What follows belongs to an exercise in optimizing a design on an open flow for small area, a short achievable clock period and few clock cycles per item; a production flow would make more cautious choices. RTL that was checked went through simulation tests only; none was proved equivalent to the original. For runs 1 and 2, only the layout was checked, not whether the RTL still works. Power and IR drop assume default switching activity.

==> design/flow/design.v <==
`timescale 1ns / 1ps
package rrts_pkg;
    localparam logic [1:0] ACT_LOAD    = 2'd0;
    localparam logic [1:0] ACT_TICK    = 2'd1;
    localparam logic [1:0] ACT_RESTART = 2'd2;
    localparam logic [15:0] TIME_MAX  = 16'hFFFF;
    localparam logic [7:0]  SLICE_MAX = 8'hFF;
endpackage
`timescale 1ns / 1ps
module rrts_ctrl (
    input  logic i_clk,
    input  logic i_rst_n,
    input  logic i_in_valid,
    output logic o_in_ready,
    output logic o_out_valid,
    input  logic i_out_ready,
    output logic o_acc,
    output logic o_exec,
    output logic o_head_en,
    output logic o_head_from_sk,
    output logic o_sk_en
);
    logic r_ov;
    logic r_sk;
    logic r_irv;
    logic r_rdy;
    logic head_free;
    logic sk_n, irv_n;
    assign head_free      = !r_ov || i_out_ready;
    assign o_acc          = i_in_valid && r_rdy;
    assign o_exec         = r_irv && !r_sk;
    assign o_head_en      = head_free && (r_sk || o_exec);
    assign o_head_from_sk = r_sk;
    assign o_sk_en        = !head_free && o_exec;
    assign o_in_ready     = r_rdy;
    assign o_out_valid    = r_ov;
    assign sk_n  = !head_free && (r_sk || o_exec);
    assign irv_n = o_acc || (r_irv && r_sk);
    always_ff @(posedge i_clk) begin
        if (!i_rst_n) begin
            r_ov  <= 1'b0;
            r_sk  <= 1'b0;
            r_irv <= 1'b0;
            r_rdy <= 1'b1;
        end else begin
            r_ov  <= !head_free || r_sk || o_exec;
            r_sk  <= sk_n;
            r_irv <= irv_n;
            r_rdy <= !irv_n || !sk_n;
        end
    end
endmodule
`timescale 1ns / 1ps
module rrts_dp (
    input  logic        i_clk,
    input  logic        i_rst_n,
    input  logic        i_acc,
    input  logic        i_exec,
    input  logic [1:0]  i_action,
    input  logic [2:0]  i_slot,
    input  logic [7:0]  i_burst,
    input  logic [15:0] i_arrival,
    input  logic [7:0]  i_quantum,
    input  logic [3:0]  i_task_count,
    input  logic        i_head_en,
    input  logic        i_head_from_sk,
    input  logic        i_sk_en,
    output logic [2:0]  o_ran_slot,
    output logic        o_idle,
    output logic        o_completed,
    output logic [15:0] o_ctime,
    output logic        o_all_done
);
    logic [7:0]  r_rem   [0:7];
    logic [7:0]  r_burst [0:7];
    logic [15:0] r_arr   [0:7];
    logic [7:0]  r_ready;
    logic [7:0]  r_nz;
    logic [7:0]  r_bnz;
    logic [7:0]  r_use;
    logic [2:0]  r_ptr;
    logic [2:0]  r_run;
    logic [7:0]  r_slice;
    logic        r_open;
    logic [1:0]  r_action;
    logic [2:0]  r_slot;
    logic        r_due;
    logic [2:0]  r_h_slot;
    logic        r_h_idle;
    logic        r_h_comp;
    logic [15:0] r_h_time;
    logic        r_h_ad;
    logic        r_s_idle;
    logic        r_s_comp;
    logic        r_s_tinc;
    logic        r_s_tzero;
    logic [15:0] cur_time;
    logic        is_load, is_tick, is_rst;
    logic        in_load;
    logic [7:0]  in_slot_oh;
    logic [7:0]  one, cand, run_oh, hi, g_hi, g_all, g, slot_oh, act_m;
    logic [7:0]  nz_next, ptr_oh_nxt;
    logic        cont, have, completed, slice_end;
    logic        ge_c, ge_n;
    logic [2:0]  p, ptr_nxt;
    logic [7:0]  q_eff, qm1, slice_c, slice_inc;
    logic [15:0] time_inc, time_d;
    logic        due_same, due_inc, due_zero, due_d;
    logic        a_empty, a_last, ad_next;
    assign in_load = (i_action == rrts_pkg::ACT_LOAD);
    always_comb begin
        for (int i = 0; i < 8; i++) in_slot_oh[i] = (i_slot == 3'(i));
    end
    assign due_same = (i_arrival <= cur_time);
    assign due_inc  = due_same || (i_arrival == time_inc);
    assign due_zero = (i_arrival == 16'd0);
    always_comb begin
        if (i_exec)              due_d = is_tick ? due_inc : is_rst ? due_zero : due_same;
        else if (i_head_from_sk) due_d = r_s_tinc ? due_inc : r_s_tzero ? due_zero : due_same;
        else                     due_d = due_same;
    end
    always_ff @(posedge i_clk) begin
        if (i_acc) begin
            r_action <= i_action;
            r_slot   <= i_slot;
            r_due    <= due_d;
        end
    end
    always_ff @(posedge i_clk) begin
        for (int i = 0; i < 8; i++) begin
            if (i_acc && in_load && in_slot_oh[i]) begin
                r_burst[i] <= i_burst;
                r_arr[i]   <= i_arrival;
            end
        end
    end
    always_ff @(posedge i_clk) begin
        if (!i_rst_n) begin
            r_bnz <= 8'd0;
        end else begin
            for (int i = 0; i < 8; i++) begin
                if (i_acc && in_load && in_slot_oh[i]) r_bnz[i] <= (i_burst != 8'd0);
            end
        end
    end
    always_ff @(posedge i_clk) begin
        for (int i = 0; i < 8; i++) r_use[i] <= (i_task_count > 4'(i));
    end
    assign is_load = (r_action == rrts_pkg::ACT_LOAD);
    assign is_tick = (r_action == rrts_pkg::ACT_TICK);
    assign is_rst  = (r_action == rrts_pkg::ACT_RESTART);
    always_comb begin
        for (int i = 0; i < 8; i++) begin
            one[i]     = (r_rem[i] == 8'd1);
            run_oh[i]  = (r_run == 3'(i));
            slot_oh[i] = (r_slot == 3'(i));
            hi[i]      = (3'(i) >= r_ptr);
        end
    end
    assign act_m = r_use & r_nz;
    assign cand  = r_ready & act_m;
    assign cont  = r_open && ((run_oh & act_m) != 8'd0);
    always_comb begin
        logic [7:0] m;
        logic       seen_hi, seen_all;
        m        = cand & hi;
        seen_hi  = 1'b0;
        seen_all = 1'b0;
        for (int i = 0; i < 8; i++) begin
            g_hi[i]  = m[i] && !seen_hi;
            g_all[i] = cand[i] && !seen_all;
            seen_hi  = seen_hi || m[i];
            seen_all = seen_all || cand[i];
        end
    end
    assign g    = cont ? run_oh : ((cand & hi) != 8'd0) ? g_hi : g_all;
    assign have = cont || (cand != 8'd0);
    always_comb begin
        p = 3'd0;
        for (int i = 0; i < 8; i++) if (g[i]) p = p | 3'(i);
    end
    assign q_eff     = (i_quantum == 8'd0) ? 8'd1 : i_quantum;
    assign qm1       = q_eff - 8'd1;
    assign slice_c   = (r_slice == rrts_pkg::SLICE_MAX) ? r_slice : r_slice + 8'd1;
    assign ge_c      = (r_slice >= qm1);
    assign ge_n      = (q_eff == 8'd1);
    assign slice_inc = cont ? slice_c : 8'd1;
    assign completed = (g & one) != 8'd0;
    assign slice_end = completed || (cont ? ge_c : ge_n);
    assign ptr_oh_nxt = {g[6:0], 1'b0} & r_use;
    always_comb begin
        ptr_nxt = 3'd0;
        for (int i = 0; i < 8; i++) if (ptr_oh_nxt[i]) ptr_nxt = ptr_nxt | 3'(i);
    end
    assign time_inc = (cur_time == rrts_pkg::TIME_MAX) ? cur_time : cur_time + 16'd1;
    assign time_d   = is_tick ? time_inc : is_rst ? 16'd0 : cur_time;
    assign a_empty = (act_m == 8'd0);
    always_comb begin
        a_last = 1'b0;
        for (int i = 0; i < 8; i++) begin
            if (act_m[i] && one[i] && ((act_m & ~(8'd1 << i)) == 8'd0)) a_last = 1'b1;
        end
    end
    always_comb begin
        if (is_tick)      ad_next = a_empty || (a_last && have);
        else if (is_load) ad_next = ((act_m & ~slot_oh) == 8'd0) && ((r_use & r_bnz & slot_oh) == 8'd0);
        else if (is_rst)  ad_next = ((r_use & r_bnz) == 8'd0);
        else              ad_next = a_empty;
    end
    always_comb begin
        for (int i = 0; i < 8; i++) begin
            if (is_tick)      nz_next[i] = r_nz[i] && !(g[i] && one[i]);
            else if (is_load) nz_next[i] = slot_oh[i] ? r_bnz[i] : r_nz[i];
            else if (is_rst)  nz_next[i] = r_bnz[i];
            else              nz_next[i] = r_nz[i];
        end
    end
    always_ff @(posedge i_clk) begin
        if (i_exec) begin
            for (int i = 0; i < 8; i++) begin
                if ((is_load && slot_oh[i]) || is_rst) r_rem[i] <= r_burst[i];
                else if (is_tick && g[i])              r_rem[i] <= r_rem[i] - 8'd1;
                if (is_load && slot_oh[i])             r_ready[i] <= r_due;
                else if (is_rst)                       r_ready[i] <= (r_arr[i] == 16'd0);
                else if (is_tick && (r_arr[i] == time_inc)) r_ready[i] <= 1'b1;
            end
        end
    end
    always_ff @(posedge i_clk) begin
        if (!i_rst_n) begin
            r_nz    <= 8'd0;
            r_ptr   <= 3'd0;
            r_run   <= 3'd0;
            r_slice <= 8'd0;
            r_open  <= 1'b0;
        end else if (i_exec) begin
            r_nz   <= nz_next;
            if (is_tick) begin
                if (have) begin
                    r_run   <= p;
                    r_slice <= slice_end ? 8'd0 : slice_inc;
                    r_open  <= !slice_end;
                    if (slice_end) r_ptr <= ptr_nxt;
                end else begin
                    r_slice <= 8'd0;
                    r_open  <= 1'b0;
                end
            end else if (is_rst) begin
                r_ptr   <= 3'd0;
                r_run   <= 3'd0;
                r_slice <= 8'd0;
                r_open  <= 1'b0;
            end
        end
    end
    assign cur_time = r_h_time;
    always_ff @(posedge i_clk) begin
        if (!i_rst_n) begin
            r_h_time <= 16'd0;
        end else if (i_head_en) begin
            if (i_head_from_sk) r_h_time <= r_s_tinc ? time_inc : r_s_tzero ? 16'd0 : r_h_time;
            else                r_h_time <= time_d;
        end
    end
    always_ff @(posedge i_clk) begin
        if (i_head_en) begin
            if (i_head_from_sk) begin
                r_h_slot <= r_s_idle ? 3'd0 : r_run;
                r_h_idle <= r_s_idle;
                r_h_comp <= r_s_comp;
                r_h_ad   <= a_empty;
            end else begin
                r_h_slot <= (is_tick && have) ? p : 3'd0;
                r_h_idle <= !(is_tick && have);
                r_h_comp <= is_tick && completed;
                r_h_ad   <= ad_next;
            end
        end
        if (i_sk_en) begin
            r_s_idle  <= !(is_tick && have);
            r_s_comp  <= is_tick && completed;
            r_s_tinc  <= is_tick;
            r_s_tzero <= is_rst;
        end
    end
    assign o_ran_slot  = r_h_slot;
    assign o_idle      = r_h_idle;
    assign o_completed = r_h_comp;
    assign o_ctime     = r_h_time;
    assign o_all_done  = r_h_ad;
endmodule
`timescale 1ns / 1ps
module round_robin_time_slice_scheduler #(
    parameter int MAX_TASKS = 8
) (
    input  logic        i_clk,
    input  logic        i_rst_n,
    input  logic        i_in_valid,
    output logic        o_in_ready,
    input  logic [1:0]  i_in_action,
    input  logic [2:0]  i_in_slot,
    input  logic [7:0]  i_in_burst,
    input  logic [15:0] i_in_arrival,
    output logic        o_out_valid,
    input  logic        i_out_ready,
    output logic [2:0]  o_out_ran_slot,
    output logic        o_out_idle,
    output logic        o_out_completed,
    output logic [15:0] o_out_completion_time,
    output logic        o_out_all_done,
    input  logic        psel,
    input  logic        penable,
    input  logic        pwrite,
    input  logic [2:0]  paddr,
    input  logic [31:0] pwdata,
    output logic [31:0] prdata,
    output logic        pready
);
    logic [7:0] r_quantum;
    logic [3:0] r_task_count;
    logic [7:0] r_prdata;
    logic       r_pready;
    logic       cfg_wr;
    logic       acc, exec, head_en, head_from_sk, sk_en;
    assign pready = r_pready;
    assign prdata = {24'd0, r_prdata};
    assign cfg_wr = psel && penable && pwrite && r_pready;
    always_ff @(posedge i_clk) begin
        if (!i_rst_n) begin
            r_quantum    <= 8'd2;
            r_task_count <= 4'd8;
            r_pready     <= 1'b0;
        end else begin
            r_pready <= psel;
            if (cfg_wr) begin
                if (paddr[2]) r_task_count <= pwdata[3:0];
                else          r_quantum    <= pwdata[7:0];
            end
        end
    end
    always_ff @(posedge i_clk) begin
        r_prdata <= paddr[2] ? {4'd0, r_task_count} : r_quantum;
    end
    rrts_ctrl u_ctrl (
        .i_clk          (i_clk),
        .i_rst_n        (i_rst_n),
        .i_in_valid     (i_in_valid),
        .o_in_ready     (o_in_ready),
        .o_out_valid    (o_out_valid),
        .i_out_ready    (i_out_ready),
        .o_acc          (acc),
        .o_exec         (exec),
        .o_head_en      (head_en),
        .o_head_from_sk (head_from_sk),
        .o_sk_en        (sk_en)
    );
    rrts_dp u_dp (
        .i_clk          (i_clk),
        .i_rst_n        (i_rst_n),
        .i_acc          (acc),
        .i_exec         (exec),
        .i_action       (i_in_action),
        .i_slot         (i_in_slot),
        .i_burst        (i_in_burst),
        .i_arrival      (i_in_arrival),
        .i_quantum      (r_quantum),
        .i_task_count   (r_task_count),
        .i_head_en      (head_en),
        .i_head_from_sk (head_from_sk),
        .i_sk_en        (sk_en),
        .o_ran_slot     (o_out_ran_slot),
        .o_idle         (o_out_idle),
        .o_completed    (o_out_completed),
        .o_ctime        (o_out_completion_time),
        .o_all_done     (o_out_all_done)
    );
endmodule
==> design/flow/flow/run.sh <==
#!/bin/bash
set -euo pipefail
bash standard.sh SETUP_SLACK_MARGIN=7 "BUFFER_PORTS_ARGS=-buffer_cell sky130_fd_sc_hd__buf_2" finish > standard_flow.log 2>&1
==> design/flow/standard.sh <==
#!/bin/bash
# synth_recipe.tcl (not shown) runs the flow's synth.tcl, then flattens the netlist and writes it again
# the make line also repeats each setting of config.mk as NAME=value (left out here)
make -C /OpenROAD-flow-scripts/flow DESIGN_CONFIG=/design/flow/config.mk WORK_HOME=/design/flow/orfs CLKGATE_MAP_FILE= SYNTH_SCRIPT=/design/flow/synth_recipe.tcl "${@:-finish}"
==> design/flow/config.mk <==
export PLATFORM = sky130hd
export DESIGN_NAME = round_robin_time_slice_scheduler
export DESIGN_NICKNAME = round_robin_time_slice_scheduler
export VERILOG_FILES = /design/flow/design.v
export SDC_FILE = /design/flow/constraint.sdc
export NUM_CORES = 4
export LEC_CHECK = 0
export ABC_AREA = 1
export CAP_MARGIN = 20
export CORE_MARGIN = 2
export CORE_UTILIZATION = 55
export CTS_BUF_LIST = sky130_fd_sc_hd__clkbuf_8
export CTS_CLUSTER_DIAMETER = 60
export CTS_CLUSTER_SIZE = 14
export SLEW_MARGIN = 20
==> design/flow/constraint.sdc <==
create_clock -name core_clock -period 10.0 [get_ports {i_clk}]
set_input_delay 2.0000 -clock core_clock [delete_from_list [all_inputs] [get_ports {i_clk}]]
set_output_delay 2.0000 -clock core_clock [all_outputs]
set_load 0.01 [all_outputs]
==> impl_metrics.yaml, run 1 <==
status:
  status: "timing/DRC/antenna clean"
timing:
  slew_headroom_pct: 33.8
  rsz0062_at_grt: "true"
  tightest_slew_ns: 0.979
  finalSetupViolCount: 0
  drv_slew: 0
  tns_ns: 0
  hold_viol: 0
  period_share_pct: 31.1
  period_minus_slack_ns: 3.11
  clock.fmax_ghz: 0.321
  fin_skew_ns: 0.0353
  setup_slack_ns: 6.89
place:
  place_area_mm2: 0.0196
  pre_cts_ws_ns: 6.09
  gp_congestion: 0.901
  io_buffers: 77
  hpwl_um: 35000
synthesis:
  syn_inst: 2016
  ys_seq_area_share_pct: 53.5
  synth_xor_area_share_pct: 6.98
  synthAdderAreaFrac_pct: 3.14
  synth_area_leaders: "edfxtp_1 45%, dfxtp_1 8.6%, nand2_1 7.7%"
  ys_ff_latch: 360
  synth_top_area_share_pct: 44.9
  synth-main-ff-cell: "edfxtp_1"
  synth_compound_area_share_pct: 7.24
  synth.avg_cell_area_um2: 9.28
  synth_cell_type_count: 57
  synth_edf_count: 280
  synth_top_family_by_area: "simple AND/OR/NAND/NOR gates"
  syn_area_mm2: 0.0187
  async_reset_ff_share_pct: 0
  synth_simple_gate_area_share_pct: 22.8
  yosys.area.top_type: "edfxtp_1"
  yosys_warnings: 6
  synthMuxAreaShare_pct: 0
global_route:
  grt_pass1_wl_um: 77800
  track_usage_pct: 29.0
  grt_antenna_before_repair: 1
  grt_max_degree: 43
  overflow: 0
  grt_pass1_vias: 13900
hold_path:
  hp-class: "reg -> reg"
worst_setup_path:
  r2r_end: "u_dp.r_ready[5]"
  cp-start-kind: "input pin"
  crit_chain: "buf_2 > nor4_4 > inv_2 > nor2_2"
  crit_fanout: 13
  cp.arrival_ns: 3.35
  worstPathRequired_ns: 10.23
  r2r_slack_ns: 6.98
  end_kind: "flip-flop"
  crit_type: "in -> reg"
  ff2ff_path_depth: 15
  slowest_delay_ns: 0.68
  reg2reg_from: "u_dp.r_h_time[13]"
  crit_end: "u_dp.r_arr[1][3]"
  startpoint: "i_in_action[1]"
  cpMaxStageDelayCell: "nor2_2"
layout:
  fin_area_mm2: 0.0217
  area_growth_pct: 16.3
  nets: 2284
  final_common_cell: "nand2_1"
  final_cell_mix: "364 x nand2_1, 280 x edfxtp_1, 203 x nor2_1"
  drive_gt1_share_pct: 18.7
die:
  die_w_um: 188
  rows: 67
  core_area_mm2: 0.0335
  dieHeight_um: 188
  die_area_mm2: 0.0355
  start_util_pct: 55.8
  ios: 128
cts:
  clk_pin_slew_ns: 0.09
  cts_root_buffer: "clkbuf_8"
  h-tree-depth: 2
  clock-sinks: 360
  cts_buffer_depth: 3
  cts_hold_buf: 0
  cts_made_buffers: 38
  clock_latency_ns: 0.60
  cts_tree: "yes"
routing:
  drt_iter0_markers: 1407
  wl_per_cell_um: 20.0
  drc: 0
  viasPerCell: 5.62
  ant_nets: 0
  routed_wl_um: 52700
  routed-via-count: 14800
  dr.pass1.iters: 5
power:
  p_leak_nw: 8.26
  power_density_mw_per_mm2: 132
  max-vdd-ir-drop_uv: 130
flow_run:
  max-cap-violations: 0
==> sequential cells by signal (all words and copies together), names as in the netlist, 4 cells and up <==
signal / cells
r_prdata: 8
r_quantum: 8
r_task_count: 4
u_dp.r_arr: 128
u_dp.r_bnz: 8
u_dp.r_burst: 64
u_dp.r_h_time: 16
u_dp.r_nz: 8
u_dp.r_ready: 8
u_dp.r_rem: 64
u_dp.r_slice: 8
u_dp.r_use: 8
==> synth_stat cells (2+ instances only) <==
cell / number
a21oi_1: 89
a221oi_1: 3
a31oi_1: 28
buf_1: 2
buf_2: 8
buf_4: 25
buf_6: 3
clkbuf_1: 25
clkinv_1: 3
dfxtp_1: 80
edfxtp_1: 280
ha_1: 47
inv_1: 199
inv_2: 8
nand2_1: 385
nand2_2: 19
nand2_4: 2
nand3_1: 127
nand3_2: 8
nand3b_1: 6
nand4_1: 43
nor2_1: 219
nor2_2: 7
nor2_4: 4
nor3_1: 34
nor4_1: 43
nor4b_1: 2
o2111ai_1: 2
o211ai_1: 8
o21a_1: 3
o21ai_0: 94
o22ai_1: 9
or2_0: 5
or2_1: 5
or2_2: 21
or3_1: 2
xnor2_1: 70
xor2_1: 79
==> per-stage QoR <==
step | std cells | power (mW) | util, % | hold slack (ns)
after detailed placement | 2504 | 1.87 | 58.4 | 0.414
after CTS | 2599 | 2.88 | 63.1 | 0.420
after global placement | 2504 | 1.86 | 58.4 | 0.424
after global routing | 2636 | 2.97 | 64.9 | 0.430
after floorplan | 2039 | 1.80 | - | 0.433
final | 2637 | 2.87 | 64.9 | 0.410
==> worst min-delay path by stage <==
stage | start | end | slack (ns) | cells after the start
3_5_place_dp | r_task_count[3] | u_dp.r_use[7] | 0.41 | 0
6_report | r_task_count[3] | u_dp.r_use[7] | 0.41 | 0
5_1_grt | r_task_count[3] | u_dp.r_use[7] | 0.43 | 0
2_1_floorplan | r_task_count[2] | u_dp.r_use[3] | 0.43 | 2
4_1_cts | r_task_count[3] | u_dp.r_use[7] | 0.42 | 0
3_3_place_gp | r_task_count[3] | u_dp.r_use[7] | 0.42 | 0
==> cell families (layout without fill, tap and decap cells) <==
group / count (synthesis) / in the layout
simple gates: 938 / 945
compound gates: 246 / 246
other cells: 1 / 26
fa+ha+maj: 47 / 47
xor+xnor: 149 / 149
buf+inv: 275 / 416
flops: 360 / 360
==> layer usage <==
layer,global-route usage (%),routed length [um],vias up
met3,3.80,3400,102
met4,9.89,1550,0
li1,-,-,7141
met5,0,0,-
met2,48.0,25000,511
met1,39.5,22800,7077
==> area by class of cell <==
type / instances / area (um^2)
repair inverters: 2 / 12.5
clock inverters: 20 / 215
diodes: 2 / 5.00
clock buffers: 41 / 564
fillers: 2774 / 11800
well taps: 448 / 561
inverters: 212 / 851
flip-flops and latches: 360 / 10100
multi-input cells: 1411 / 8280
repair buffers: 141 / 1180
==> report_power, final <==
part | total (mW) | internal [mW] | switching (mW) | leakage [nW]
combinational | 0.210 | 0.0683 | 0.142 | 4.65
clock | 1.02 | 0.470 | 0.548 | 0.410
sequential | 1.65 | 1.63 | 0.0171 | 3.20
total | 2.87 | 2.17 | 0.706 | 8.26
==> worst max-delay path: cells and delay by family <==
family | cells | cell delay, ns
buffers and inverters | 2 | 0.36
and+or+nand+nor | 2 | 0.98
==> timing repair <==
action,in CTS,in global routing
gates resized for setup,138,81
setup buffers,30,31
endpoints found under the hold margin,0,0
gates cloned,4,5
setup endpoints to repair,172,170
pin swaps,29,49
==> run 2: changes to the inputs <==
--- a/design/flow/config.mk
+++ b/design/flow/config.mk
@@ -9,7 +9,7 @@
 export CAP_MARGIN = 20
 export CORE_MARGIN = 2
 export CORE_UTILIZATION = 55
-export CTS_BUF_LIST = sky130_fd_sc_hd__clkbuf_8
-export CTS_CLUSTER_DIAMETER = 60
-export CTS_CLUSTER_SIZE = 14
+export CTS_CLUSTER_DIAMETER = 80
+export CTS_CLUSTER_SIZE = 20
 export SLEW_MARGIN = 20
+export TNS_END_PERCENT = 10
==> run 2 against run 1 <==
Still clean. Sequential power is essentially flat. Clock skew shrank 0.013 ns. Hold slack gained 0.026 ns. Worst setup slack lost 0.060 ns. Power shrank 0.92%. Via count shrank 2.1%.
==> impl_metrics.yaml, run 2 <==
die:
  dieHeight_um: 188
  die_area_mm2: 0.0355
  die_w_um: 188
  rows: 67
  start_util_pct: 55.8
  core_area_mm2: 0.0335
  ios: 128
timing:
  finalSetupViolCount: 0
  fin_skew_ns: 0.0223
  period_minus_slack_ns: 3.17
  whs_ns: 0.436
  slew_headroom_pct: 34.0
  drv_slew: 0
  rsz0062_at_grt: "true"
  tns_ns: 0
  period_share_pct: 31.7
  tightest_slew_ns: 0.976
  clock.fmax_ghz: 0.315
  hold_viol: 0
global_route:
  grt_max_degree: 42
  grt_busiest_layer: "met2"
  grt_pass1_wl_um: 76200
  use_met2_pct: 45.8
  grtUsageMet1_pct: 39.1
  overflow: 0
  grt_antenna_before_repair: 3
  met3_usage_pct: 3.78
  track_usage_pct: 28.0
  grt_pass1_vias: 13400
worst_setup_path:
  critPathBufInv: 1
  slowest_delay_ns: 0.45
  r2r_end: "u_dp.r_ptr[0]"
  crit_family: "flip-flops"
  reg2reg_from: "r_quantum[5]"
  cp.arrival_ns: 1.17
  crit_chain: "buf_2"
  cp-start-kind: "flip-flop"
  cpMaxStageDelayCell: "dfxtp_1"
  end_kind: "output pin"
  r2r_slack_ns: 7.01
  crit_fanout: 6
  crit_type: "reg -> out"
  ff2ff_path_depth: 23
  worstPathRequired_ns: 8.00
routing:
  wl_per_cell_um: 19.7
  ant_nets: 0
  viasPerCell: 5.57
  drc: 0
  routed_wl_um: 51400
  drt_iter0_markers: 1267
  routed-via-count: 14500
  dr.pass1.iters: 6
synthesis:
  synth_commonest_cells: "385 x nand2_1, 280 x edfxtp_1, 219 x nor2_1"
  syn_area_mm2: 0.0187
  yosys_warnings: 6
  synth_edf_count: 280
  syn_inst: 2016
  ys_seq_area_share_pct: 53.5
  synth_area_leaders: "edfxtp_1 45%, dfxtp_1 8.6%, nand2_1 7.7%"
  synth.avg_cell_area_um2: 9.28
  synth-main-ff-cell: "edfxtp_1"
  synth_top_area_share_pct: 44.9
  synth.most_common_cell: "nand2_1"
  async_reset_ff_share_pct: 0
  synth_cell_type_count: 57
  yosys.area.top_type: "edfxtp_1"
  ys_ff_latch: 360
place:
  place_area_mm2: 0.0196
  io_buffers: 77
  gp_congestion: 0.941
  dp_cells: 2508
  hpwl_um: 35300
hold_path:
  holdPathStages: 0
  hold_end: "u_dp.r_use[7]"
  hp-class: "reg -> reg"
  min_from: "r_task_count[3]"
layout:
  largest_reg_flops: 128
  final_cell_mix: "371 x nand2_1, 280 x edfxtp_1, 204 x nor2_1"
  final_common_cell: "nand2_1"
  top_register: "u_dp.r_arr"
  nets: 2260
  drive_gt1_share_pct: 15.6
  top_regs: "u_dp.r_arr x128, u_dp.r_burst x64, u_dp.r_rem x64"
  stdcell_count: 2609
  area_growth_pct: 14.7
  fin_area_mm2: 0.0215
flow_run:
  max-cap-violations: 0
power:
  max-vdd-ir-drop_uv: 152
  power_density_mw_per_mm2: 133
  p_leak_nw: 8.16
  power_mw: 2.85
cts:
  clk_pin_slew_ns: 0.08
  cts_root_buffer: "clkbuf_16"
  clock_latency_ns: 0.55
  cts_made_buffers: 24
  cts_tree: "yes"
  h-tree-depth: 1
  cts_buffer_depth: 3
  clock-sinks: 360
status:
  status: "timing/DRC/antenna clean"
[run 2: cell counts after synthesis]
Identical to the previous run, type by type.
[run 2: final cells by class]
class | instances | area, um^2
diodes | 1 | 2.50
clock buffers | 36 | 667
flip-flops and latches | 360 | 10000
repair inverters | 1 | 7.51
well taps | 448 | 561
clock inverters | 8 | 68.8
inverters | 212 | 838
repair buffers | 133 | 1070
multi-input cells | 1410 | 8220
fillers | 2828 | 12100
[run 2: worst max path at each step]
stage	startpoint	to	slack [ns]	cells after the start
CTS	u_dp.r_h_time[3]	o_out_completion_time[3]	6.74	1
floorplan	i_in_arrival[1]	u_dp.r_due	6.62	13
finish	u_dp.r_h_time[7]	o_out_completion_time[7]	6.83	1
global route	r_quantum[5]	u_dp.r_ptr[0]	6.74	23
global placement	i_out_ready	u_dp.r_h_time[12]	5.76	8
detailed placement	i_out_ready	u_dp.r_h_time[12]	5.75	8
[run 2: where the power goes]
group          internal [mW]  switching (mW)
Sequential              1.63          0.0173
Clock                  0.475           0.520
Combinational         0.0656           0.139
Total                   2.17           0.676
[run 2: timing repair]
item | 4_1_cts | 5_1_grt
setup buffers | 5 | 44
hold buffers | 0 | 0
pin swaps | 2 | 48
hold endpoints to repair | 0 | 0
gates resized for setup | 30 | 129
endpoints found under the setup margin | 175 | 259
cloned | 2 | 5
[run 2: through the flow]
stage | setup WS (ns) | utilization, %
finish | 6.83 | 64.0
global route | 6.74 | 64.0
CTS | 6.74 | 61.0
detailed placement | 5.75 | 58.3
global placement | 5.76 | 58.3
floorplan | 6.62 | -
[run 2: logic make-up (layout without fill, tap and decap cells)]
logic type	after synthesis	in the layout	synth area share [%]
DFF	360	360	53.5
other	1	25	0.0200
adders and majority gates	47	47	3.14
buffers and inverters	275	390	6.27
AOI/OAI and AO/OA	246	246	7.24
and+or+nand+nor	938	944	22.8
xor gates and xnor gates	149	149	6.98
[run 2: layer usage]
layer,part of all wire [%],up-vias,wire [um]
li1,-,7086,-
met5,0.025,-,13
met2,47,503,24000
met1,43,6842,22100
met3,6.9,93,3570
met4,3.4,2,1740
==> run 3: changes to the inputs <==
--- a/design/flow/design.v
+++ b/design/flow/design.v
@@ -112,7 +112,7 @@
         for (int i = 0; i < 8; i++) in_slot_oh[i] = (i_slot == 3'(i));
     end
     assign due_same = (i_arrival <= cur_time);
-    assign due_inc  = due_same || (i_arrival == time_inc);
+    assign due_inc  = (i_arrival <= time_inc);
     assign due_zero = (i_arrival == 16'd0);
     always_comb begin
         if (i_exec)              due_d = is_tick ? due_inc : is_rst ? due_zero : due_same;
==> run 3 against run 2 <==
Flip-flop and latch count is the same. Fmax increased by 0.40%. Non-clock buffer count decreased by 11. Largest power group unchanged. Die area rose by 0.65%. Sequential power about the same. Synthesized cell count is 1.2% higher. Largest cell class unchanged. Critical path depth stayed put. Hold slack lost 0.032 ns.
==> impl_metrics.yaml, run 3 <==
routing:
  wl_met3_um: 2890
  routed-via-count: 14900
  wl_per_cell_um: 20.3
  viasPerCell: 5.72
  drt_iter0_markers: 1401
  wl_met2_um: 25900
  dr.pass1.iters: 5
  top_layer_used: "met4"
  routed_wl_um: 52900
  drc: 0
  wl_met1_um: 22300
  ant_nets: 0
power:
  power_density_mw_per_mm2: 134
  p_leak_nw: 8.21
  max-vdd-ir-drop_uv: 164
  power_mw: 2.86
worst_setup_path:
  cp.arrival_ns: 1.16
  ff2ff_path_depth: 14
  slowest_delay_ns: 0.44
  reg2reg_from: "u_dp.r_h_time[0]"
  crit_type: "reg -> out"
  cpMaxStageDelayCell: "dfxtp_4"
  cp-start-kind: "flip-flop"
  critPathBufInv: 1
  end_kind: "output pin"
  r2r_end: "u_dp.r_ready[2]"
  crit_chain: "buf_2"
  crit_fanout: 6
  r2r_slack_ns: 6.95
  worstPathRequired_ns: 8.00
  crit_family: "flip-flops"
timing:
  tns_ns: 0
  tightest_slew_ns: 0.887
  clock.fmax_ghz: 0.316
  fin_skew_ns: 0.0222
  period_minus_slack_ns: 3.16
  period_share_pct: 31.6
  setup_slack_ns: 6.84
  finalSetupViolCount: 0
  drv_slew: 0
  hold_viol: 0
  slew_headroom_pct: 40.8
  rsz0062_at_grt: "true"
hold_path:
  hold_end: "u_dp.r_use[7]"
  hp-class: "reg -> reg"
  min_from: "r_task_count[3]"
  holdPathStages: 0
cts:
  h-tree-depth: 1
  clk_pin_slew_ns: 0.07
  clock_latency_ns: 0.57
  cts_made_buffers: 25
  cts_root_buffer: "clkbuf_16"
  cts_buffer_depth: 3
  cts_tree: "yes"
  clock-sinks: 360
global_route:
  track_usage_pct: 28.8
  grt_antenna_before_repair: 0
  grt_pass1_wl_um: 78200
  grt_pass1_vias: 14000
  grt_max_degree: 34
  overflow: 0
synthesis:
  synth_commonest_cells: "435 x nand2_1, 280 x edfxtp_1, 211 x nor2_1"
  syn_area_mm2: 0.0188
  synth_area_leaders: "edfxtp_1 45%, nand2_1 8.7%, dfxtp_1 8.5%"
  synth_top_area_share_pct: 44.6
  async_reset_ff_share_pct: 0
  ys_ff_latch: 360
  yosys.area.top_type: "edfxtp_1"
  synth_edf_count: 280
  synth-main-ff-cell: "edfxtp_1"
  ys_seq_area_share_pct: 53.1
  synth_cell_type_count: 60
  syn_inst: 2040
  synth.avg_cell_area_um2: 9.23
  synth.most_common_cell: "nand2_1"
  yosys_warnings: 6
die:
  ios: 128
  dieHeight_um: 189
  start_util_pct: 56.0
  die_w_um: 189
  core_area_mm2: 0.0336
  die_area_mm2: 0.0357
  rows: 67
layout:
  largest_reg_flops: 128
  nets: 2284
  top_register: "u_dp.r_arr"
  final_common_cell: "nand2_1"
  final_cell_mix: "429 x nand2_1, 280 x edfxtp_1, 193 x nor2_1"
  stdcell_count: 2611
  diodes: 0
  top_regs: "u_dp.r_arr x128, u_dp.r_burst x64, u_dp.r_rem x64"
  area_growth_pct: 13.3
  drive_gt1_share_pct: 15.2
  fin_area_mm2: 0.0213
  fillCellCount: 2818
place:
  place_area_mm2: 0.0197
  gp_congestion: 0.975
  hpwl_um: 36900
  pre_cts_ws_ns: 5.99
  io_buffers: 77
  dp_cells: 2531
status:
  status: "timing/DRC/antenna clean"
flow_run:
  max-cap-violations: 0
## run 3: area by class of cell
cell class | instances | area [um^2] | area share (%)
Clock buffer | 30 | 644 | 3.02
Sequential cell | 360 | 10000 | 47.1
Multi-Input combinational cell | 1437 | 8380 | 39.3
Timing Repair Buffer | 122 | 801 | 3.75
Clock inverter | 10 | 121 | 0.569
Inverter | 204 | 787 | 3.69
Tap cell | 448 | 561 | 2.63
## run 3: layer usage
layer | track usage (%) | vias up
li1 | - | 7192
met1 | 38.2 | 7129
met2 | 49.2 | 507
met3 | 2.48 | 108
met4 | 10.9 | 0
met5 | 0 | -
## run 3: kinds of logic after synthesis
logic type | after synthesis | share of synthesized area, %
DFF | 360 | 53.1
buffers and inverters | 268 | 6.12
xor gates and xnor gates | 115 | 5.39
AOI/OAI and AO/OA | 272 | 8.09
other | 1 | 0.0199
and+or+nand+nor | 961 | 23.0
adders and majority gates | 63 | 4.19
## run 3: where the power goes
part           internal, mW  switching [mW]  leakage, nW
Clock                 0.478           0.545        0.369
Sequential             1.63          0.0155         3.19
Combinational        0.0551           0.132         4.65
Total                  2.16           0.693         8.21
## run 3: repair_timing
| item | CTS | global route |
|---|---|---|
| gates resized for setup | 47 | 88 |
| pin swaps | 10 | 30 |
| buffers inserted | 9 | 29 |
| gates cloned | 0 | 2 |
| hold buffers | 0 | 0 |
| endpoints found under the setup margin | 178 | 240 |
## run 3: worst max-delay path by stage
stage | from | to | slack (ns) | cells past startpoint
CTS | u_dp.r_h_time[3] | u_dp.r_due | 6.82 | 17
finish | u_dp.r_h_time[0] | o_out_completion_time[0] | 6.84 | 1
floorplan | i_in_action[1] | u_dp.r_arr[0][0] | 6.79 | 3
global route | u_dp.r_h_time[4] | u_dp.r_due | 6.78 | 15
global placement | i_out_ready | u_dp.r_h_time[12] | 6.01 | 7
detailed placement | i_out_ready | u_dp.r_h_time[12] | 5.99 | 7
## run 3: metrics by stage
step                utilization, %  hold WS (ns)
floorplan                        -         0.428
global placement              58.5         0.386
detailed placement            58.6         0.392
CTS                           61.6         0.403
global route                  63.5         0.427
finish                        63.5         0.404
Testbench counts of run 3, summed over its fixed seeds: cycles 6,637, items 6,509.
==> run 4: changes to the inputs <==
--- a/design/flow/config.mk
+++ b/design/flow/config.mk
@@ -12,4 +12,3 @@
 export CTS_CLUSTER_DIAMETER = 80
 export CTS_CLUSTER_SIZE = 20
 export SLEW_MARGIN = 20
-export TNS_END_PERCENT = 10
==> run 4 against run 3 <==
Count of clock-buffer cells in the layout increased by 4. Largest power group unchanged. Non-clock buffer count is 4 higher. Combinational power hardly changed. Hold slack gained 0.0086 ns. Still clean. Synthesized cell count is the same. Sequential power about the same. Register-to-register slack improved by 0.04 ns.
==> impl_metrics.yaml, run 4 <==
layout:
  final_cell_mix: "428 x nand2_1, 280 x edfxtp_1, 196 x nor2_1"
  top_register: "u_dp.r_arr"
  nets: 2293
  multiInputGateArea_mm2: 0.00843
  final_common_cell: "nand2_1"
  largest_reg_flops: 128
  seqCellArea_mm2: 0.0101
  top_regs: "u_dp.r_arr x128, u_dp.r_burst x64, u_dp.r_rem x64"
  stdcell_count: 2624
  drive_gt1_share_pct: 15.9
  fin_area_mm2: 0.0216
  fillCellCount: 2816
  area_growth_pct: 14.6
timing:
  period_share_pct: 31.2
  tightest_slew_ns: 0.855
  tns_ns: 0
  period_minus_slack_ns: 3.12
  slew_headroom_pct: 42.6
  hold_viol: 0
  setup_slack_ns: 6.88
  drv_slew: 0
  rsz0062_at_grt: "true"
  fin_skew_ns: 0.0266
  finalSetupViolCount: 0
  clock.fmax_ghz: 0.321
worst_setup_path:
  crit_family: "flip-flops"
  slowest_delay_ns: 0.39
  cp-start-kind: "flip-flop"
  critPathBufInv: 1
  cpMaxStageDelayCell: "edfxtp_1"
  cp.arrival_ns: 1.12
  crit_type: "reg -> out"
  worstPathRequired_ns: 8.00
  crit_chain: "buf_2"
  crit_fanout: 1
  end_kind: "output pin"
place:
  gp_congestion: 0.973
  place_area_mm2: 0.0197
  pre_cts_ws_ns: 6.19
  hpwl_um: 36900
  dp_cells: 2533
  io_buffers: 77
flow_run:
  max-cap-violations: 0
power:
  power_density_mw_per_mm2: 132
  max-vdd-ir-drop_uv: 152
  p_leak_nw: 8.27
  power_mw: 2.84
synthesis:
  synth_cell_type_count: 60
  ys_seq_area_share_pct: 53.1
  synth_commonest_cells: "435 x nand2_1, 280 x edfxtp_1, 211 x nor2_1"
  syn_inst: 2040
  ys_ff_latch: 360
  async_reset_ff_share_pct: 0
  synth_area_leaders: "edfxtp_1 45%, nand2_1 8.7%, dfxtp_1 8.5%"
  synth.avg_cell_area_um2: 9.23
  synth-main-ff-cell: "edfxtp_1"
  yosys_warnings: 6
  synth_top_area_share_pct: 44.6
  syn_area_mm2: 0.0188
  yosys.area.top_type: "edfxtp_1"
  synth_edf_count: 280
  synth.most_common_cell: "nand2_1"
die:
  dieHeight_um: 189
  core_area_mm2: 0.0336
  ios: 128
  die_w_um: 189
  start_util_pct: 56.0
  die_area_mm2: 0.0357
  rows: 67
routing:
  wl_per_cell_um: 20.6
  viasPerCell: 5.76
  routed_wl_um: 54200
  drc: 0
  dr.pass1.iters: 6
  drt_iter0_markers: 1145
  routed-via-count: 15100
  ant_nets: 0
cts:
  h-tree-depth: 1
  cts_tree: "yes"
  cts_made_buffers: 24
  cts_buffer_depth: 3
  clock_latency_ns: 0.58
  cts_root_buffer: "clkbuf_16"
  clk_pin_slew_ns: 0.09
  cts_hold_buf: 0
  clock-sinks: 360
hold_path:
  hp-class: "reg -> reg"
global_route:
  grt_pass1_wl_um: 81000
  grt_antenna_before_repair: 2
  track_usage_pct: 29.5
  grt_pass1_vias: 14300
  grt_max_degree: 34
  overflow: 0
status:
  status: "timing/DRC/antenna clean"
[run 4: cell families after synthesis]
| logic type | after synthesis | synth area share (%) |
|---|---|---|
| compound gates | 272 | 8.09 |
| xor+xnor | 115 | 5.39 |
| fa+ha+maj | 63 | 4.19 |
| buf+inv | 268 | 6.12 |
| flops | 360 | 53.1 |
| other cells | 1 | 0.0199 |
| simple gates | 961 | 23.0 |
[run 4: layout make-up]
cell class                 instances  share of cell area [%]
inverter                         204                    3.66
antenna                            1                  0.0116
clock buffer                      34                    3.01
multi-input combinational       1443                    39.0
tap                              448                    2.60
sequential                       360                    46.7
clock inverter                     8                   0.475
timing repair buffer             126                    4.50
[run 4: final timing paths]
path                        start               to  slack, ns  cells after the start
setup / recovery    u_dp.r_h_comp  o_out_completed       6.88                      1
hold / removal    r_task_count[3]    u_dp.r_use[7]       0.41                      0
setup reg to reg     r_quantum[6]  u_dp.r_slice[0]       6.99                     22
hold reg to reg   r_task_count[3]    u_dp.r_use[7]       0.41                      0
[run 4: stage by stage]
| step | util (%) | hold WS (ns) |
|---|---|---|
| 5_1_grt | 64.2 | 0.429 |
| 2_1_floorplan | - | 0.428 |
| 6_report | 64.2 | 0.413 |
| 4_1_cts | 62.6 | 0.406 |
| 3_3_place_gp | 58.7 | 0.395 |
| 3_5_place_dp | 58.7 | 0.384 |
[run 4: per-layer routing]
| metal | track usage [%] | vias to the layer above | wire (um) |
|---|---|---|---|
| li1 | - | 7221 | - |
| met3 | 3.15 | 111 | 3260 |
| met2 | 51.7 | 527 | 26400 |
| met4 | 9.07 | 0 | 1720 |
| met1 | 38.8 | 7250 | 22800 |
| met5 | 0 | - | 0 |
[run 4: where the power goes]
group	internal (mW)	switching [mW]
sequential	1.63	0.0159
combinational	0.0562	0.135
clock	0.470	0.538
total	2.15	0.689
[run 4: timing repair]
item	CTS	global route
cloned	4	4
endpoints found under the setup margin	173	154
pin swaps	14	40
gates resized for setup	96	75
buffers inserted	22	18
==> run 5: changes to the inputs <==
--- a/design/flow/config.mk
+++ b/design/flow/config.mk
@@ -12,3 +12,4 @@
 export CTS_CLUSTER_DIAMETER = 80
 export CTS_CLUSTER_SIZE = 20
 export SLEW_MARGIN = 20
+export TNS_END_PERCENT = 30
==> run 5 against run 4 <==
Still clean. Sequential share of layout area shrank 1.7 points. Clock skew is 0.015 ns higher. Clock power is 7% higher. Hold slack lost 0.0062 ns. Combinational power rose by 6%. Sequential power about the same. Core utilization grew 2.4 points. Via count up 2.2%. Critical path type is now in -> reg.
==> impl_metrics.yaml, run 5 <==
layout:
  seqCellArea_mm2: 0.0101
  nets: 2336
  area_growth_pct: 18.8
  largest_reg_flops: 128
  top_register: "u_dp.r_arr"
  finalCoreUtilization_pct: 66.6
  final_common_cell: "nand2_1"
  drive_gt1_share_pct: 18.3
  top_regs: "u_dp.r_arr x128, u_dp.r_burst x64, u_dp.r_rem x64"
  multiInputGateArea_mm2: 0.00864
  fin_area_mm2: 0.0224
  fillCellCount: 2615
  stdcell_count: 2671
  final_cell_mix: "423 x nand2_1, 280 x edfxtp_1, 197 x nor2_1"
timing:
  period_minus_slack_ns: 3.14
  setup_slack_ns: 6.86
  hold_viol: 0
  fin_skew_ns: 0.0417
  tns_ns: 0
  tightest_slew_ns: 0.904
  clock.fmax_ghz: 0.318
  rsz0062_at_grt: "true"
  period_share_pct: 31.4
  finalSetupViolCount: 0
  whs_ns: 0.407
  drv_slew: 0
  slew_headroom_pct: 39.3
synthesis:
  synth_top_area_share_pct: 44.6
  synthMuxAreaShare_pct: 0
  syn_inst: 2040
  synth_area_leaders: "edfxtp_1 45%, nand2_1 8.7%, dfxtp_1 8.5%"
  synthAdderAreaFrac_pct: 4.19
  synth.avg_cell_area_um2: 9.23
  yosys.area.top_type: "edfxtp_1"
  synth.most_common_cell: "nand2_1"
  synth_cell_type_count: 60
  syn_area_mm2: 0.0188
  synth_xor_area_share_pct: 5.39
  synth-main-ff-cell: "edfxtp_1"
  synth_top_family_by_area: "simple AND/OR/NAND/NOR gates"
  async_reset_ff_share_pct: 0
  synth_commonest_cells: "435 x nand2_1, 280 x edfxtp_1, 211 x nor2_1"
  synth_compound_area_share_pct: 8.09
  synth_simple_gate_area_share_pct: 23.0
  yosys_warnings: 6
  synth_edf_count: 280
  ys_seq_area_share_pct: 53.1
  ys_ff_latch: 360
worst_setup_path:
  crit_type: "in -> reg"
  cp.arrival_ns: 3.36
  worstPathRequired_ns: 10.21
  cp-start-kind: "input pin"
  startpoint: "i_in_action[1]"
  crit_fanout: 13
  end_kind: "flip-flop"
  reg2reg_from: "u_dp.r_h_time[6]"
die:
  die_w_um: 189
  start_util_pct: 56.0
  die_area_mm2: 0.0357
  dieHeight_um: 189
  ios: 128
  rows: 67
  core_area_mm2: 0.0336
power:
  power_density_mw_per_mm2: 131
  max-vdd-ir-drop_uv: 178
  power_mw: 2.92
  p_leak_nw: 8.65
routing:
  wl_per_cell_um: 20.6
  drt_iter0_markers: 1284
  routed-via-count: 15400
  viasPerCell: 5.78
  ant_nets: 0
  routed_wl_um: 55100
  drc: 0
  dr.pass1.iters: 6
place:
  dp_cells: 2532
  pre_cts_ws_ns: 5.99
  place_area_mm2: 0.0197
  hpwl_um: 36800
  io_buffers: 77
  gp_congestion: 0.971
cts:
  clock-sinks: 360
  clk_pin_slew_ns: 0.08
  h-tree-depth: 1
  cts_buffer_depth: 3
  cts_hold_buf: 0
  cts_root_buffer: "clkbuf_16"
  clock_latency_ns: 0.59
  cts_made_buffers: 26
  cts_tree: "yes"
status:
  status: "timing/DRC/antenna clean"
global_route:
  overflow: 0
  grt_pass1_wl_um: 79500
  grt_pass1_vias: 14200
  track_usage_pct: 29.0
  grt_antenna_before_repair: 1
  grt_max_degree: 34
hold_path:
  min_from: "r_task_count[3]"
  hp-class: "reg -> reg"
flow_run:
  max-cap-violations: 0
-- run 5: changes by cell type in the layout (fill, tap and decap cells not counted), sizes merged --
cell | previous run | this run
inv | 203 | 206
buf | 125 | 169
nor2 | 228 | 226
nand4 | 50 | 49
clkbuf | 35 | 38
-- run 5: cells by family (layout without fill, tap and decap cells) --
logic type / count (synthesis) / after routing
and+or+nand+nor: 961 / 966
adders and majority gates: 63 / 63
xor gates and xnor gates: 115 / 115
buffers and inverters: 268 / 422
DFF: 360 / 360
other: 1 / 25
AOI/OAI and AO/OA: 272 / 272
-- run 5: worst max-delay path, stage by stage --
cell and delay [ns]:
buf_2 0.13, nor4_4 0.32, inv_2 0.22, nor2_2 0.68
-- run 5: power by group --
group	internal, mW	switching, mW	total (mW)
Clock	0.515	0.564	1.08
Combinational	0.0641	0.138	0.202
Sequential	1.63	0.0155	1.64
Total	2.21	0.718	2.92
-- run 5: area by class of cell --
type / count / area share (%)
Tap cell: 448 / 2.50
Multi-Input combinational cell: 1440 / 38.6
Sequential cell: 360 / 45.1
Timing Repair Buffer: 170 / 6.45
Clock buffer: 37 / 3.14
Inverter: 204 / 3.67
Clock inverter: 11 / 0.587
Antenna cell: 1 / 0.0112
-- run 5: final timing paths --
| kind | to | slack [ns] | depth (start not counted) |
|---|---|---|---|
| min reg2reg | u_dp.r_use[7] | 0.41 | 0 |
| min | u_dp.r_use[7] | 0.41 | 0 |
| max | u_dp.r_arr[0][15] | 6.86 | 4 |
| max reg2reg | u_dp.r_due | 6.88 | 18 |
-- run 5: per-layer routing --
metal / share of wire (%) / track usage [%]
met1: 41 / 38.1
met3: 6.1 / 3.04
met2: 49 / 50.7
met5: 0 / 0
met4: 3.4 / 8.92
-- run 5: repair_timing --
action,4_1_cts,5_1_grt
setup endpoints to repair,218,233
buffers inserted,16,68
resized for setup,66,189
pin swaps,14,50
cloned,1,5
==> run 6: changes to the inputs <==
==> design/flow/flow/run.sh (replaced) <==
#!/bin/bash
set -euo pipefail
bash standard.sh SETUP_SLACK_MARGIN=7.2 "BUFFER_PORTS_ARGS=-buffer_cell sky130_fd_sc_hd__buf_2" finish > standard_flow.log 2>&1
--- a/design/flow/config.mk
+++ b/design/flow/config.mk
@@ -12,4 +12,3 @@
 export CTS_CLUSTER_DIAMETER = 80
 export CTS_CLUSTER_SIZE = 20
 export SLEW_MARGIN = 20
-export TNS_END_PERCENT = 30
==> run 6 against run 5 <==
Worst setup slack better by 0.019 ns. Clock skew shrank 0.024 ns. Via count down 0.58%. Fmax up 0.61%. Count of clock-buffer cells in the layout fell by 1. Combinational power hardly changed. Register-to-register slack gained 0.15 ns. Flip-flop and latch count did not move. Synthesized cell count did not move. Critical path type is now reg -> out.
==> impl_metrics.yaml, run 6 <==
status:
  status: "timing/DRC/antenna clean"
routing:
  ant_nets: 0
  drc: 0
  routed_wl_um: 55500
  wl_per_cell_um: 20.7
  viasPerCell: 5.73
  drt_iter0_markers: 1295
  routed-via-count: 15400
  dr.pass1.iters: 6
cts:
  h-tree-depth: 1
  clock-sinks: 360
  cts_tree: "yes"
  cts_root_buffer: "clkbuf_16"
  cts_made_buffers: 24
  clock_latency_ns: 0.57
  cts_buffer_depth: 3
  clk_pin_slew_ns: 0.09
layout:
  top_register: "u_dp.r_arr"
  area_growth_pct: 19.4
  stdcell_count: 2681
  final_common_cell: "nand2_1"
  fillCellCount: 2663
  seqCellArea_mm2: 0.0101
  nets: 2348
  final_cell_mix: "426 x nand2_1, 280 x edfxtp_1, 192 x nor2_1"
  fin_area_mm2: 0.0225
  finalCoreUtilization_pct: 66.9
  top_regs: "u_dp.r_arr x128, u_dp.r_burst x64, u_dp.r_rem x64"
  drive_gt1_share_pct: 19.4
  largest_reg_flops: 128
  multiInputGateArea_mm2: 0.00861
synthesis:
  synth_edf_count: 280
  ys_seq_area_share_pct: 53.1
  synth_top_area_share_pct: 44.6
  synth_commonest_cells: "435 x nand2_1, 280 x edfxtp_1, 211 x nor2_1"
  synth-main-ff-cell: "edfxtp_1"
  async_reset_ff_share_pct: 0
  ys_ff_latch: 360
  yosys_warnings: 6
  syn_inst: 2040
  yosys.area.top_type: "edfxtp_1"
  synth.most_common_cell: "nand2_1"
  syn_area_mm2: 0.0188
  synth.avg_cell_area_um2: 9.23
  synth_cell_type_count: 60
  synth_area_leaders: "edfxtp_1 45%, nand2_1 8.7%, dfxtp_1 8.5%"
flow_run:
  max-cap-violations: 0
worst_setup_path:
  crit_family: "flip-flops"
  slowest_delay_ns: 0.40
  r2r_slack_ns: 7.03
  critPathBufInv: 1
  crit_chain: "buf_2"
  worstPathRequired_ns: 8.00
  cp-start-kind: "flip-flop"
  crit_fanout: 1
  cpMaxStageDelayCell: "edfxtp_1"
  crit_type: "reg -> out"
  end_kind: "output pin"
  cp.arrival_ns: 1.12
timing:
  hold_viol: 0
  tightest_slew_ns: 0.931
  finalSetupViolCount: 0
  slew_headroom_pct: 37.5
  setup_slack_ns: 6.88
  rsz0062_at_grt: "true"
  whs_ns: 0.393
  period_share_pct: 31.2
  period_minus_slack_ns: 3.12
  drv_slew: 0
  clock.fmax_ghz: 0.320
  fin_skew_ns: 0.0177
  tns_ns: 0
place:
  io_buffers: 77
  place_area_mm2: 0.0198
  dp_cells: 2533
  pre_cts_ws_ns: 6.24
  gp_congestion: 0.959
  hpwl_um: 37100
die:
  rows: 67
  die_area_mm2: 0.0357
  start_util_pct: 56.0
  core_area_mm2: 0.0336
  dieHeight_um: 189
  die_w_um: 189
  ios: 128
power:
  p_leak_nw: 8.63
  max-vdd-ir-drop_uv: 180
  power_density_mw_per_mm2: 128
  power_mw: 2.87
global_route:
  overflow: 0
  grt_antenna_before_repair: 3
  grt_pass1_vias: 14600
  grt_max_degree: 34
  grt_pass1_wl_um: 82400
  track_usage_pct: 30.3
hold_path:
  hp-class: "reg -> reg"
==> run 6: cell counts after synthesis <==
No cell type changed its count.
==> run 6: report_power, final <==
group | internal [mW] | switching [mW] | total, mW
registers | 1.63 | 0.0159 | 1.64
logic | 0.0645 | 0.140 | 0.204
clock network | 0.492 | 0.530 | 1.02
total | 2.18 | 0.686 | 2.87
==> run 6: layer usage <==
| metal | vias up | global-route usage, % | share of wire, % |
|---|---|---|---|
| li1 | 7332 | - | - |
| met1 | 7338 | 39.0 | 41 |
| met2 | 546 | 51.4 | 48 |
| met3 | 137 | 5.10 | 6.9 |
| met4 | 2 | 11.7 | 4.7 |
| met5 | - | 0 | 0.020 |
==> run 6: repair_timing <==
item,in CTS,in global routing
gates cloned,9,0
gates resized for setup,134,95
setup endpoints to repair,335,150
pin swaps,36,52
hold buffers,0,0
setup buffers,62,32
==> run 6: final timing paths <==
check,from,end,cells after the start
setup / recovery,u_dp.r_h_comp,o_out_completed,1
hold reg to reg,r_task_count[3],u_dp.r_use[7],0
hold / removal,r_task_count[3],u_dp.r_use[7],0
setup reg to reg,u_dp.r_h_time[4],u_dp.r_due,17
==> run 6: logic make-up after synthesis <==
family,share of synthesized area (%)
other,0.0199
adders and majority gates,4.19
xor gates and xnor gates,5.39
AOI/OAI and AO/OA,8.09
and+or+nand+nor,23.0
buffers and inverters,6.12
DFF,53.1
==> run 6: cell type report <==
class / instances / share of cell area, %
diodes: 1 / 0.0111
repair buffers: 180 / 7.25
multi-input cells: 1444 / 38.3
inverters: 204 / 3.58
well taps: 448 / 2.49
clock inverters: 8 / 0.384
flip-flops and latches: 360 / 44.9
clock buffers: 36 / 3.06
==> run 7: changes to the inputs <==
--- a/design/flow/design.v
+++ b/design/flow/design.v
@@ -71,8 +71,8 @@
     output logic [15:0] o_ctime,
     output logic        o_all_done
 );
-    logic [7:0]  r_rem   [0:7];
-    logic [7:0]  r_burst [0:7];
+    logic [7:0]  r_nrem   [0:7];     
+    logic [7:0]  r_nburst [0:7];     
     logic [15:0] r_arr   [0:7];
     logic [7:0]  r_ready;
     logic [7:0]  r_nz;
@@ -112,7 +112,7 @@
         for (int i = 0; i < 8; i++) in_slot_oh[i] = (i_slot == 3'(i));
     end
     assign due_same = (i_arrival <= cur_time);
-    assign due_inc  = (i_arrival <= time_inc);
+    assign due_inc  = due_same || (i_arrival == time_inc);
     assign due_zero = (i_arrival == 16'd0);
     always_comb begin
         if (i_exec)              due_d = is_tick ? due_inc : is_rst ? due_zero : due_same;
@@ -129,7 +129,7 @@
     always_ff @(posedge i_clk) begin
         for (int i = 0; i < 8; i++) begin
             if (i_acc && in_load && in_slot_oh[i]) begin
-                r_burst[i] <= i_burst;
+                r_nburst[i] <= ~i_burst;
                 r_arr[i]   <= i_arrival;
             end
         end
@@ -151,7 +151,7 @@
     assign is_rst  = (r_action == rrts_pkg::ACT_RESTART);
     always_comb begin
         for (int i = 0; i < 8; i++) begin
-            one[i]     = (r_rem[i] == 8'd1);
+            one[i]     = (r_nrem[i] == 8'hFE);
             run_oh[i]  = (r_run == 3'(i));
             slot_oh[i] = (r_slot == 3'(i));
             hi[i]      = (3'(i) >= r_ptr);
@@ -218,8 +218,8 @@
     always_ff @(posedge i_clk) begin
         if (i_exec) begin
             for (int i = 0; i < 8; i++) begin
-                if ((is_load && slot_oh[i]) || is_rst) r_rem[i] <= r_burst[i];
-                else if (is_tick && g[i])              r_rem[i] <= r_rem[i] - 8'd1;
+                if ((is_load && slot_oh[i]) || is_rst) r_nrem[i] <= r_nburst[i];
+                else if (is_tick && g[i])              r_nrem[i] <= r_nrem[i] + 8'd1;
                 if (is_load && slot_oh[i])             r_ready[i] <= r_due;
                 else if (is_rst)                       r_ready[i] <= (r_arr[i] == 16'd0);
                 else if (is_tick && (r_arr[i] == time_inc)) r_ready[i] <= 1'b1;
==> design/flow/flow/run.sh (replaced) <==
#!/bin/bash
set -euo pipefail
bash standard.sh SETUP_SLACK_MARGIN=7 "BUFFER_PORTS_ARGS=-buffer_cell sky130_fd_sc_hd__buf_2" finish > standard_flow.log 2>&1
--- a/design/flow/config.mk
+++ b/design/flow/config.mk
@@ -12,3 +12,4 @@
 export CTS_CLUSTER_DIAMETER = 80
 export CTS_CLUSTER_SIZE = 20
 export SLEW_MARGIN = 20
+export TNS_END_PERCENT = 10
==> run 7 against run 6 <==
Fmax decreased by 2.0%. Global-route usage decreased by 1.1 points. Highest routed layer is now met4. Synthesized cell count decreased by 0.88%. Count of clock-buffer cells in the layout increased by 2. Still clean on timing, DRC and antenna.
==> impl_metrics.yaml, run 7 <==
die:
  start_util_pct: 55.8
  core_area_mm2: 0.0334
  die_w_um: 188
  dieHeight_um: 188
  rows: 67
  die_area_mm2: 0.0354
  ios: 128
place:
  hpwl_um: 36300
  io_buffers: 77
  place_area_mm2: 0.0195
  pre_cts_ws_ns: 6.01
  dp_cells: 2513
  gp_congestion: 0.932
power:
  max-vdd-ir-drop_uv: 165
  power_density_mw_per_mm2: 134
  p_leak_nw: 8.01
cts:
  cts_root_buffer: "clkbuf_16"
  clock_latency_ns: 0.55
  clk_pin_slew_ns: 0.08
  clock-sinks: 360
  cts_made_buffers: 23
  cts_buffer_depth: 3
  h-tree-depth: 1
  cts_tree: "yes"
worst_setup_path:
  cp-start-kind: "flip-flop"
  crit_chain: "buf_2"
  crit_fanout: 5
  worstPathRequired_ns: 8.00
  slowest_delay_ns: 0.47
  critPathBufInv: 1
  crit_family: "flip-flops"
  end_kind: "output pin"
  cp.arrival_ns: 1.19
  cpMaxStageDelayCell: "dfxtp_1"
  crit_type: "reg -> out"
timing:
  hold_viol: 0
  finalSetupViolCount: 0
  tns_ns: 0
  rsz0062_at_grt: "true"
  period_minus_slack_ns: 3.19
  period_share_pct: 31.9
  clock.fmax_ghz: 0.314
  drv_slew: 0
  tightest_slew_ns: 0.932
  fin_skew_ns: 0.0249
  setup_slack_ns: 6.81
  slew_headroom_pct: 37.8
routing:
  drt_iter0_markers: 1273
  routed_wl_um: 52900
  routed-via-count: 14800
  viasPerCell: 5.74
  ant_nets: 0
  drc: 0
  dr.pass1.iters: 6
  wl_per_cell_um: 20.5
synthesis:
  synth_top_area_share_pct: 45.1
  async_reset_ff_share_pct: 0
  yosys_warnings: 6
  synth_commonest_cells: "428 x nand2_1, 280 x edfxtp_1, 194 x inv_1"
  synth.most_common_cell: "nand2_1"
  synth_cell_type_count: 58
  synth.avg_cell_area_um2: 9.22
  ys_ff_latch: 360
  syn_area_mm2: 0.0187
  synth_area_leaders: "edfxtp_1 45%, nand2_1 8.6%, dfxtp_1 8.6%"
  syn_inst: 2022
  ys_seq_area_share_pct: 53.7
  synth_edf_count: 280
  synth-main-ff-cell: "edfxtp_1"
  yosys.area.top_type: "edfxtp_1"
layout:
  fillCellCount: 2782
  top_register: "u_dp.r_arr"
  diodes: 0
  area_growth_pct: 13.5
  drive_gt1_share_pct: 14.8
  final_common_cell: "nand2_1"
  top_regs: "u_dp.r_arr x128, u_dp.r_nburst x64, u_dp.r_nrem x64"
  stdcell_count: 2582
  nets: 2236
  final_cell_mix: "417 x nand2_1, 280 x edfxtp_1, 184 x inv_1"
  largest_reg_flops: 128
  fin_area_mm2: 0.0212
global_route:
  track_usage_pct: 29.2
  grt_antenna_before_repair: 0
  overflow: 0
  grt_max_degree: 41
  grt_pass1_wl_um: 79300
  grt_pass1_vias: 14000
status:
  status: "timing/DRC/antenna clean"
flow_run:
  max-cap-violations: 0
hold_path:
  hp-class: "reg -> reg"
[run 7: cell types whose count changed after synthesis, moves of 8 or more]
cell and change:
o22ai_1 -8, nor2_1 -34, a31oi_1 -12, a21oi_1 +20
nand3_1 +20, inv_1 +10, xor2_1 +14, o21ai_0 +25
ha_1 -16
[run 7: cell type report]
type | instances | area, um^2 | share of cell area [%]
Clock buffer | 38 | 658 | 3.11
Clock inverter | 3 | 41.3 | 0.195
Inverter | 209 | 827 | 3.91
Multi-Input combinational cell | 1413 | 8210 | 38.8
Sequential cell | 360 | 10000 | 47.4
Tap cell | 448 | 561 | 2.65
Timing Repair Buffer | 111 | 847 | 4.00
[run 7: stage by stage]
step | util (%) | hold slack [ns] | power (mW)
2_1_floorplan | - | 0.434 | 1.79
3_3_place_gp | 58.3 | 0.415 | 1.86
3_5_place_dp | 58.3 | 0.412 | 1.86
4_1_cts | 61.1 | 0.424 | 2.82
5_1_grt | 63.3 | 0.436 | 2.92
6_report | 63.3 | 0.423 | 2.83
[run 7: path summary, 6_finish.rpt]
check / slack, ns / end / startpoint / cells past startpoint
max: 6.81 / o_out_completion_time[8] / u_dp.r_h_time[8] / 1
min reg2reg: 0.42 / u_dp.r_use[7] / r_task_count[3] / 0
min: 0.42 / u_dp.r_use[7] / r_task_count[3] / 0
max reg2reg: 6.99 / u_dp.r_slice[1] / r_quantum[5] / 20
[run 7: cells by family (layout without fill, tap and decap cells)]
kind of cell / after synthesis / count (layout) / synth area share [%]
simple gates: 926 / 927 / 22.5
xor+xnor: 121 / 121 / 5.68
compound gates: 294 / 294 / 8.65
fa+ha+maj: 47 / 47 / 3.15
flops: 360 / 360 / 53.7
buf+inv: 273 / 361 / 6.33
other cells: 1 / 24 / 0.0201
[run 7: what timing repair did]
action                     in CTS  in global routing
pin swaps                       5                 37
buffers inserted                9                 18
cloned                          1                  0
hold buffers                    0                  0
gates resized for setup        44                131
setup endpoints to repair     163                240
[run 7: power by group]
| group | total, mW | internal [mW] | switching (mW) |
|---|---|---|---|
| Combinational | 0.208 | 0.0681 | 0.140 |
| Clock | 0.976 | 0.460 | 0.515 |
| Sequential | 1.65 | 1.63 | 0.0174 |
| Total | 2.83 | 2.16 | 0.673 |
[run 7: metal layers]
layer  vias up  global-route usage, %  share of wire [%]
met5         -                      0                  0
met4         0                   8.96                3.1
met3       100                   2.34                5.5
met2       541                   50.7                 49
met1      7092                   39.2                 42
li1       7088                      -                  -
Testbench counts of run 7, summed over its fixed seeds: cycles 6,637, items 6,509.
==> run 8: changes to the inputs <==
--- a/design/flow/config.mk
+++ b/design/flow/config.mk
@@ -8,8 +8,7 @@
 export ABC_AREA = 1
 export CAP_MARGIN = 20
 export CORE_MARGIN = 2
-export CORE_UTILIZATION = 55
+export CORE_UTILIZATION = 60
 export CTS_CLUSTER_DIAMETER = 80
 export CTS_CLUSTER_SIZE = 20
 export SLEW_MARGIN = 20
-export TNS_END_PERCENT = 10
==> run 8 against run 7 <==
Still clean on timing, DRC and antenna. Fmax grew 2.9%. Clock power is essentially flat. First-iteration DRC count grew 18%. Non-clock buffer count grew 31. Critical path depth grew 12. Global-route usage grew 1.9 points. Core utilization grew 7.2 points. Sequential share of layout area shrank 0.72 points.
==> impl_metrics.yaml, run 8 <==
flow_run:
  max-cap-violations: 0
timing:
  setup_slack_ns: 6.90
  slew_headroom_pct: 42.3
  tightest_slew_ns: 0.866
  hold_viol: 0
  rsz0062_at_grt: "true"
  drv_slew: 0
  clock.fmax_ghz: 0.323
  finalSetupViolCount: 0
  tns_ns: 0
  fin_skew_ns: 0.0183
hold_path:
  hp-class: "reg -> reg"
  holdPathStages: 0
global_route:
  grt_pass1_vias: 14200
  track_usage_pct: 31.1
synthesis:
  synth_area_leaders: "edfxtp_1 45%, nand2_1 8.6%, dfxtp_1 8.6%"
  synth.most_common_cell: "nand2_1"
  syn_inst: 2022
  yosys_warnings: 6
  syn_area_mm2: 0.0187
  synth_commonest_cells: "428 x nand2_1, 280 x edfxtp_1, 194 x inv_1"
  yosys.area.top_type: "edfxtp_1"
  synth_edf_count: 280
  ys_ff_latch: 360
  synth-main-ff-cell: "edfxtp_1"
  async_reset_ff_share_pct: 0
die:
  core_area_mm2: 0.0306
  die_area_mm2: 0.0325
  ios: 128
  die_w_um: 180
  start_util_pct: 61.0
  dieHeight_um: 180
worst_setup_path:
  crit_chain: "buf_12 > inv_2 > ha_1 > inv_1 > a21oi_1 > nor2_2 > a211oi_2 > o21ai_1 > nand2_1 > a32o_2 > buf_4 > inv_1 > a21oi_2"
  cp.arrival_ns: 3.41
  cp-start-kind: "input pin"
  reg2reg_from: "r_quantum[5]"
  r2r_end: "u_dp.r_slice[0]"
  r2r_slack_ns: 6.95
  crit_family: "compound AO/OA/AOI/OAI gates"
  critPathBufInv: 5
  ff2ff_path_depth: 22
  end_kind: "flip-flop"
  slowest_delay_ns: 0.26
  cpMostUsedCell: "inv_1"
  crit_fanout: 11
  cpMaxStageDelayCell: "a32o_2"
layout:
  nets: 2276
  area_growth_pct: 15.7
  largest_reg_flops: 128
  final_common_cell: "nand2_1"
  top_register: "u_dp.r_arr"
  top_regs: "u_dp.r_arr x128, u_dp.r_nburst x64, u_dp.r_nrem x64"
  final_cell_mix: "418 x nand2_1, 280 x edfxtp_1, 186 x inv_1"
routing:
  drt_iter0_markers: 1496
  wl_per_cell_um: 20.9
  routed-via-count: 15400
  routed_wl_um: 53900
  dr.pass1.iters: 6
  viasPerCell: 5.97
power:
  power_density_mw_per_mm2: 133
  power_mw: 2.87
cts:
  cts_buffer_depth: 3
  clock_latency_ns: 0.56
  clock-sinks: 360
  h-tree-depth: 1
  cts_made_buffers: 24
status:
  status: "timing/DRC/antenna clean"
place:
  io_buffers: 77
  hpwl_um: 35700
  gp_congestion: 0.940
  pre_cts_ws_ns: 6.12
[run 8: worst max path at each step]
| stage | from | endpoint | slack (ns) | cells after the start |
|---|---|---|---|---|
| 4_1_cts | u_dp.r_h_comp | o_out_completed | 6.92 | 1 |
| 5_1_grt | r_quantum[5] | u_dp.r_slice[1] | 6.75 | 20 |
| 6_report | i_in_arrival[0] | u_dp.r_due | 6.90 | 13 |
| 3_3_place_gp | i_in_arrival[9] | u_dp.r_due | 6.09 | 11 |
| 3_5_place_dp | i_in_arrival[9] | u_dp.r_due | 6.12 | 11 |
| 2_1_floorplan | i_in_arrival[1] | u_dp.r_due | 6.73 | 11 |
[run 8: area by class of cell]
cell class,count,area (um^2)
fillers,2297,9010
well taps,396,495
inverters,209,818
clock buffers,37,671
diodes,1,2.50
repair buffers,142,1220
flip-flops and latches,360,10100
multi-input cells,1421,8230
clock inverters,7,71.3
[run 8: what timing repair did]
item,CTS,global route
gates resized for setup,110,85
hold buffers,0,0
cloned,2,8
endpoints found under the setup margin,146,226
pin swaps,12,39
setup buffers,34,24
[run 8: metrics by stage]
step                      utilization (%)  cells  area [um^2]
after floorplan                         -   2045        18900
after global placement               63.6   2460        19400
after detailed placement             63.6   2460        19400
after CTS                            68.4   2540        20900
after global routing                 70.5   2573        21600
final                                70.5   2573        21600
[run 8: cell families after synthesis]
logic type,synth area share [%]
compound gates,8.65
xor+xnor,5.68
fa+ha+maj,3.15
buf+inv,6.33
flops,53.7
other cells,0.0201
simple gates,22.5
[run 8: metal layers]
metal	wire length [um]	track usage (%)	up-vias
met3	4500	3.42	141
li1	-	-	7177
met5	0	0	-
met4	2140	10.9	0
met2	26100	53.3	761
met1	21200	41.4	7290
[run 8: power by group]
| part | switching (mW) | internal (mW) |
|---|---|---|
| registers | 0.0174 | 1.63 |
| logic | 0.143 | 0.0694 |
| clock network | 0.531 | 0.479 |
| total | 0.692 | 2.18 |

Check on run 8: ideal ports give 6.902 ns setup slack; a clkbuf_16 on the clock port and buf_2 on the inputs give 6.881 ns; moving port delays by the midpoint clock arrival (0.603 ns) as well gives 6.294 ns.
